This is an optimization exercise on Yosys and OpenROAD, whose aim is small area, a short achievable clock period and few clock cycles per item, not a production implementation. Only simulation tests tie the RTL to the original design; equivalence was not proved.

run 1:
// epoch_seconds_to_calendar_unit
module epoch_seconds_to_calendar_unit (
  input  logic                            clk,
  input  logic                            rst_n,
  input  logic                            cfg_wr_en,
  input  logic signed [esc_pkg::TZ_W-1:0] cfg_wr_data,
  input  logic                            in_valid,
  output logic                            in_ready,
  input  logic [esc_pkg::EPOCH_W-1:0]     in_epoch_seconds,
  output logic                            out_valid,
  input  logic                            out_ready,
  output logic                            out_valid_res,
  output logic [5:0]                      out_second,
  output logic [5:0]                      out_minute,
  output logic [4:0]                      out_hour,
  output logic [4:0]                      out_day_of_month,
  output logic [3:0]                      out_month,
  output logic [11:0]                     out_year,
  output logic [2:0]                      out_weekday,
  output logic [8:0]                      out_day_of_year
);
==> flow/config.mk <==
export PLATFORM = sky130hd
export DESIGN_NAME = epoch_seconds_to_calendar_unit
export DESIGN_NICKNAME = epoch_seconds_to_calendar_unit
export VERILOG_FILES = /design/flow/design.v
export SDC_FILE = /design/flow/constraint.sdc
export NUM_CORES = 4
export LEC_CHECK = 0
export CAP_MARGIN = 20
export CORE_MARGIN = 2
export CORE_UTILIZATION = 40
export CTS_BUF_LIST = sky130_fd_sc_hd__clkbuf_4 sky130_fd_sc_hd__clkbuf_8
export CTS_CLUSTER_SIZE = 24
export SETUP_SLACK_MARGIN = 4.5
export SLEW_MARGIN = 20
==> flow/constraint.sdc <==
create_clock -name core_clock -period 10.0 [get_ports {clk}]
set_input_delay 2.0000 -clock core_clock [delete_from_list [all_inputs] [get_ports {clk}]]
set_output_delay 2.0000 -clock core_clock [all_outputs]
set_load 0.01 [all_outputs]
run.sh (not shown) runs the stock make flow with config.mk's settings and CLKGATE_MAP_FILE= SYNTH_SCRIPT=/design/flow/synth_recipe.tcl, a recipe that flattens the netlist after the stock synthesis.
Testbench counts of run 1, summed over its fixed seeds: cycles 2,632, items 2,560.
Input changes introduced in run 2 (baseline for comparison: run 1):
==> flow/flow/run.sh (new file) <==
#!/bin/bash
set -e
bash standard.sh SETUP_SLACK_MARGIN=5.5 finish > standard.log 2>&1
==> flow/standard.sh (new file) <==
#!/bin/bash
# synth_recipe.tcl (not shown) runs the flow's synth.tcl, then flattens the netlist and writes it again
# the make line also repeats each setting of config.mk as NAME=value (left out here)
make -C /OpenROAD-flow-scripts/flow DESIGN_CONFIG=/design/flow/config.mk WORK_HOME=/design/flow/orfs CLKGATE_MAP_FILE= SYNTH_SCRIPT=/design/flow/synth_recipe.tcl "${@:-finish}"
-- flow/config.mk --
<<< run 1, line 11
export CTS_BUF_LIST = sky130_fd_sc_hd__clkbuf_4 sky130_fd_sc_hd__clkbuf_8
export CTS_CLUSTER_SIZE = 24
>>> run 2, line 11
removed: flow/run.sh
Notes after the runs:
- Run 1 has completed all stages; timing, DRC and antenna checks passed.
- Every stage of the flow completed for run 2, and the final layout passed the timing, DRC and antenna checks.
- Comparing run 1 against run 2, there is no change at all in setup violation total in the final timing report.
- The maximum clock frequency of run 2 is higher than that of run 1.
- Met1 track demand over resource: run 1 and run 2 compared, lower one is run 1
Here is what was changed in the inputs of run 3 compared with run 2.
==> flow/flow/run.sh <==
#!/bin/bash
set -e
bash standard.sh "BUFFER_PORTS_ARGS=-buffer_cell sky130_fd_sc_hd__buf_1" finish > standard.log 2>&1
Run 3 closes out successfully: all stages finished, all timing, DRC and antenna checks passed. Run 3 vs run 2 on routed wire length: run 3 is the lower one. Compared with run 2, run 3 shows number of stages on the worst setup path that has gone up by more than 10%. Run 3 ends up with higher pin count of the biggest net entering global routing than run 2 does. Run 3 vs. run 2: register-to-register slack fell by 0.25 ns; arrival time reported for the critical path endpoint moved up. NOTE: quantity of gates resized following cts in run 3 falls short of that of run 2.
Modified inputs, run 4 compared to run 3
==> flow/run.sh (new file) <==
#!/bin/bash
# synth_recipe.tcl (not shown) runs the flow's synth.tcl, then flattens the netlist and writes it again
# the make line also repeats each setting of config.mk as NAME=value (left out here)
make -C /OpenROAD-flow-scripts/flow DESIGN_CONFIG=/design/flow/config.mk WORK_HOME=/design/flow/orfs CLKGATE_MAP_FILE= SYNTH_SCRIPT=/design/flow/synth_recipe.tcl finish
-- flow/config.mk --
<<< run 3, line 11
export SETUP_SLACK_MARGIN = 4.5
>>> run 4, line 11
export SETUP_SLACK_MARGIN = 4.7
removed: flow/flow/run.sh
removed: flow/standard.sh
==> comparison <==
- Going from run 3 to run 4, final layout net count grows by about 2%.
- Run 4 against run 3: number of port buffers held, period utilization went down 1.7 points.
- Critical path depth delta for run 4 relative to run 3: 20 lower
- Run 4 ended with less half-perimeter wire length of the detailed placement result than run 3.
- Run 4: no failed stages, no open violations at the end
- Sort run 4 and run 3 by non-clock buffer count desc -> top: run 4

Starting RTL as in the previous note.
export LEC_CHECK = 0
export CAP_MARGIN = 20
export CORE_MARGIN = 2
export CORE_UTILIZATION = 40
export SETUP_SLACK_MARGIN = 4.3
export SLEW_MARGIN = 20
create_clock -name core_clock -period 10.0 [get_ports {clk}]
Stock flow here: none of the scripts above is used.
Testbench counts at the start, summed over its fixed seeds: cycles 2,632, items 2,560.
Next try:
CORE_UTILIZATION = 60   (was 40)
PLACE_DENSITY = 0.75   (was unset)
SETUP_SLACK_MARGIN = 4.5   (was 4.3)
Maximum frequency increases by 3.6%; worst setup slack gains 0.19 ns; global-route usage increases by 6.8 points; flip-flop and latch count stays the same; routed wire length increases by 2.0%; cell count decreases by 8.9%; core utilization increases by 23 points; clock-buffer cell count increases by 1; critical path depth increases by 21; design area decreases by 0.66%; via count increases by 2.3%.

== red ==
epoch_seconds_to_calendar_unit, a different RTL version from the one above (not shown whole).
Size: ~260 flip-flops, ~95 I/O pins, roughly 17,000 sq um of cells after synthesis.
Settings: LEC_CHECK=0, CAP_MARGIN=20, CORE_MARGIN=2, CORE_UTILIZATION=40, CTS_CLUSTER_DIAMETER=80, CTS_CLUSTER_SIZE=28, SETUP_SLACK_MARGIN=4.5, SLEW_MARGIN=20; clock period 10.0 ns.
standard.sh (not shown) runs the stock make flow with config.mk's settings and CLKGATE_MAP_FILE= SYNTH_SCRIPT=/design/flow/synth_recipe.tcl, a recipe that flattens the netlist after the stock synthesis.
==> flow/flow/run.sh <==
#!/bin/bash
set -e
bash standard.sh "BUFFER_PORTS_ARGS=-buffer_cell sky130_fd_sc_hd__buf_1" SETUP_SLACK_MARGIN=5.0 finish > standard.log 2>&1
Testbench counts of red, summed over its fixed seeds: cycles 2,632, items 2,560.
Setup changes, red to blue
Settings: a change of SETUP_SLACK_MARGIN from 4.5 to 5.
==> flow/run.sh (new file) <==
#!/bin/bash
# synth_recipe.tcl (not shown) runs the flow's synth.tcl, then flattens the netlist and writes it again
# the make line also repeats each setting of config.mk as NAME=value (left out here)
make -C /OpenROAD-flow-scripts/flow DESIGN_CONFIG=/design/flow/config.mk WORK_HOME=/design/flow/orfs CLKGATE_MAP_FILE= SYNTH_SCRIPT=/design/flow/synth_recipe.tcl finish
removed: flow/flow/run.sh
removed: flow/standard.sh
[summary]
Per the comparison of blue with red, summed negative setup slack over all endpoints saw little to no change, first-pass iteration count of the detailed router saw a decrease, met2 track demand over resource in global routing saw an increase, share of final layout cell area taken by clock buffers and inverters saw an increase.
Re non-clock buffer count: blue and red aren't equal, and the higher value belongs to blue.
Buffers inserted during post-CTS setup optimization came out higher on blue than on red.
The first-pass GRT wire length in blue sits 4.0% above the value recorded for red.
Here is what was changed in the inputs of green compared with blue.
Settings: SETUP_SLACK_MARGIN now 4.5, was 5.
==> flow/flow/run.sh (new file) <==
#!/bin/bash
set -e
bash standard.sh "BUFFER_PORTS_ARGS=-buffer_cell sky130_fd_sc_hd__buf_1" SETUP_SLACK_MARGIN=5.2 finish > standard.log 2>&1
==> flow/standard.sh (new file) <==
#!/bin/bash
# synth_recipe.tcl (not shown) runs the flow's synth.tcl, then flattens the netlist and writes it again
# the make line also repeats each setting of config.mk as NAME=value (left out here)
make -C /OpenROAD-flow-scripts/flow DESIGN_CONFIG=/design/flow/config.mk WORK_HOME=/design/flow/orfs CLKGATE_MAP_FILE= SYNTH_SCRIPT=/design/flow/synth_recipe.tcl "${@:-finish}"
removed: flow/run.sh
Sequential element share of the synthesized area: green vs blue identical. [compare] base=blue new=green: area occupied by multi-input gates rose by 0.49%, wire length fell by about 0.7%, sequential share of layout area rose by 1.2 points, area fraction of clock buffers and clock inverters fell by 0.18 points, synthesized cell count stayed essentially flat.
#### Input delta (orange over green)
==> flow/flow/run.sh <==
#!/bin/bash
set -e
bash standard.sh "BUFFER_PORTS_ARGS=-buffer_cell sky130_fd_sc_hd__buf_1" SETUP_SLACK_MARGIN=5.4 finish > standard.log 2>&1
Notes after the runs:
From green to orange the numbers moved as follows: wire length picked up an extra 1.4%; worst setup slack picked up an extra 0.0050 ns; number of fill cells in the layout lost 31.
orange reports a higher buffering overhead than green does.
Compared with green, orange shows number of nets in the layout higher by 18.
Maximum clock frequency across orange and green: no real change.
From green to orange the numbers moved as follows: area of the die held steady; post-route cell area grew by about 1.8%.

Another version of the RTL of epoch_seconds_to_calendar_unit (not shown whole).
For scale: roughly 1600 cells after synthesis, about 250 flip-flops, about 95 I/O pins, ~0.019 mm² of cells after synthesis.
// epoch_seconds_to_calendar_unit
module epoch_seconds_to_calendar_unit (
  input  logic                            clk,
  input  logic                            rst_n,
  input  logic                            cfg_wr_en,
  input  logic signed [esc_pkg::TZ_W-1:0] cfg_wr_data,
  input  logic                            in_valid,
  output logic                            in_ready,
  input  logic [esc_pkg::EPOCH_W-1:0]     in_epoch_seconds,
  output logic                            out_valid,
  input  logic                            out_ready,
  output logic                            out_valid_res,
  output logic [5:0]                      out_second,
  output logic [5:0]                      out_minute,
  output logic [4:0]                      out_hour,
  output logic [4:0]                      out_day_of_month,
  output logic [3:0]                      out_month,
  output logic [11:0]                     out_year,
  output logic [2:0]                      out_weekday,
  output logic [8:0]                      out_day_of_year
);
  logic adv;
  esc_ctrl #(.STAGES(6)) u_ctrl (
    .clk       (clk),
    .rst_n     (rst_n),
    .in_valid  (in_valid),
    .in_ready  (in_ready),
    .out_valid (out_valid),
    .out_ready (out_ready),
    .adv       (adv)
  );
  esc_datapath u_datapath (
    .clk              (clk),
    .rst_n            (rst_n),
    .cfg_wr_en        (cfg_wr_en),
    .cfg_wr_data      (cfg_wr_data),
    .in_epoch_seconds (in_epoch_seconds),
    .adv              (adv),
    .out_valid_res    (out_valid_res),
    .out_second       (out_second),
    .out_minute       (out_minute),
    .out_hour         (out_hour),
    .out_day_of_month (out_day_of_month),
    .out_month        (out_month),
    .out_year         (out_year),
    .out_weekday      (out_weekday),
    .out_day_of_year  (out_day_of_year)
  );
endmodule
make LEC_CHECK=0 CAP_MARGIN=20 CORE_MARGIN=2 CORE_UTILIZATION=40 SETUP_SLACK_MARGIN=5 SLEW_MARGIN=20 finish   # period 10.0 ns
run.sh (not shown) runs the stock make flow with config.mk's settings and CLKGATE_MAP_FILE= SYNTH_SCRIPT=/design/flow/synth_recipe.tcl, a recipe that flattens the netlist after the stock synthesis.
Stock flow here: none of the scripts above is used.
The starting point completed without violations.
Testbench counts at the start, summed over its fixed seeds: cycles 2,632, items 2,560.
Rerun with:
Settings changed: SETUP_SLACK_MARGIN 5 to unset.
Effect: Synthesized cell count stays the same; via count goes down by 5.3%.

==> what the ideal ports hide <==
No port has a modelled driver above. Below, the same layouts with a new extraction and two added sets of constraints. Step 1 (the two cells are an assumption about what drives the block):
set clk [get_ports {clk}]
set_driving_cell -lib_cell sky130_fd_sc_hd__clkbuf_16 $clk
set_driving_cell -lib_cell sky130_fd_sc_hd__buf_2 [delete_from_list [all_inputs] $clk]
Step 2 times the ports against the registers' clock, not the clock port: input delays grow and output delays shrink by t, the midpoint of the rising clock arrivals with the driver on. Three values: ideal ports, drivers, drivers and shift; two values: the first two.
run | t, ns | setup slack, ns | worst slew at a driven data input, ns | cell pins on the clock port's net
run 1 | 0.625 | 4.690 / 4.644 / 4.714 | 0.03 | 1
run 2 | 0.595 | 4.894 / 4.894 / 4.894 | 0.04 | 1
run 3 | 0.593 | 4.642 / 4.642 / 4.642 | 0.04 | 1
run 4 | 0.602 | 4.816 / 4.794 / 4.794 | 0.04 | 1
the first run of note 2 | 0.603 | 4.438 / 4.417 / 4.417 | 0.04 | 1
the second run of note 2 | 0.585 | 4.630 / 4.622 / 4.623 | 0.04 | 1
red | 0.553 | 5.158 / 5.103 / 5.275 | 0.05 | 1
blue | 0.557 | 5.055 / 5.002 / 4.864 | 0.04 | 1
green | 0.554 | 5.203 / 5.148 / 5.274 | 0.05 | 1
orange | 0.554 | 5.208 / 5.153 / 5.274 | 0.05 | 1
the first run of note 4 | 0.615 | 4.932 / 4.932 / 4.932 | 0.04 | 1
the second run of note 4 | 0.619 | 3.734 / 3.713 / 3.713 | 0.05 | 1
After both steps every run listed still meets setup and hold. The setup slack of blue, which loses most, moves by -0.053 ns with the drivers and by -0.191 ns with both steps.
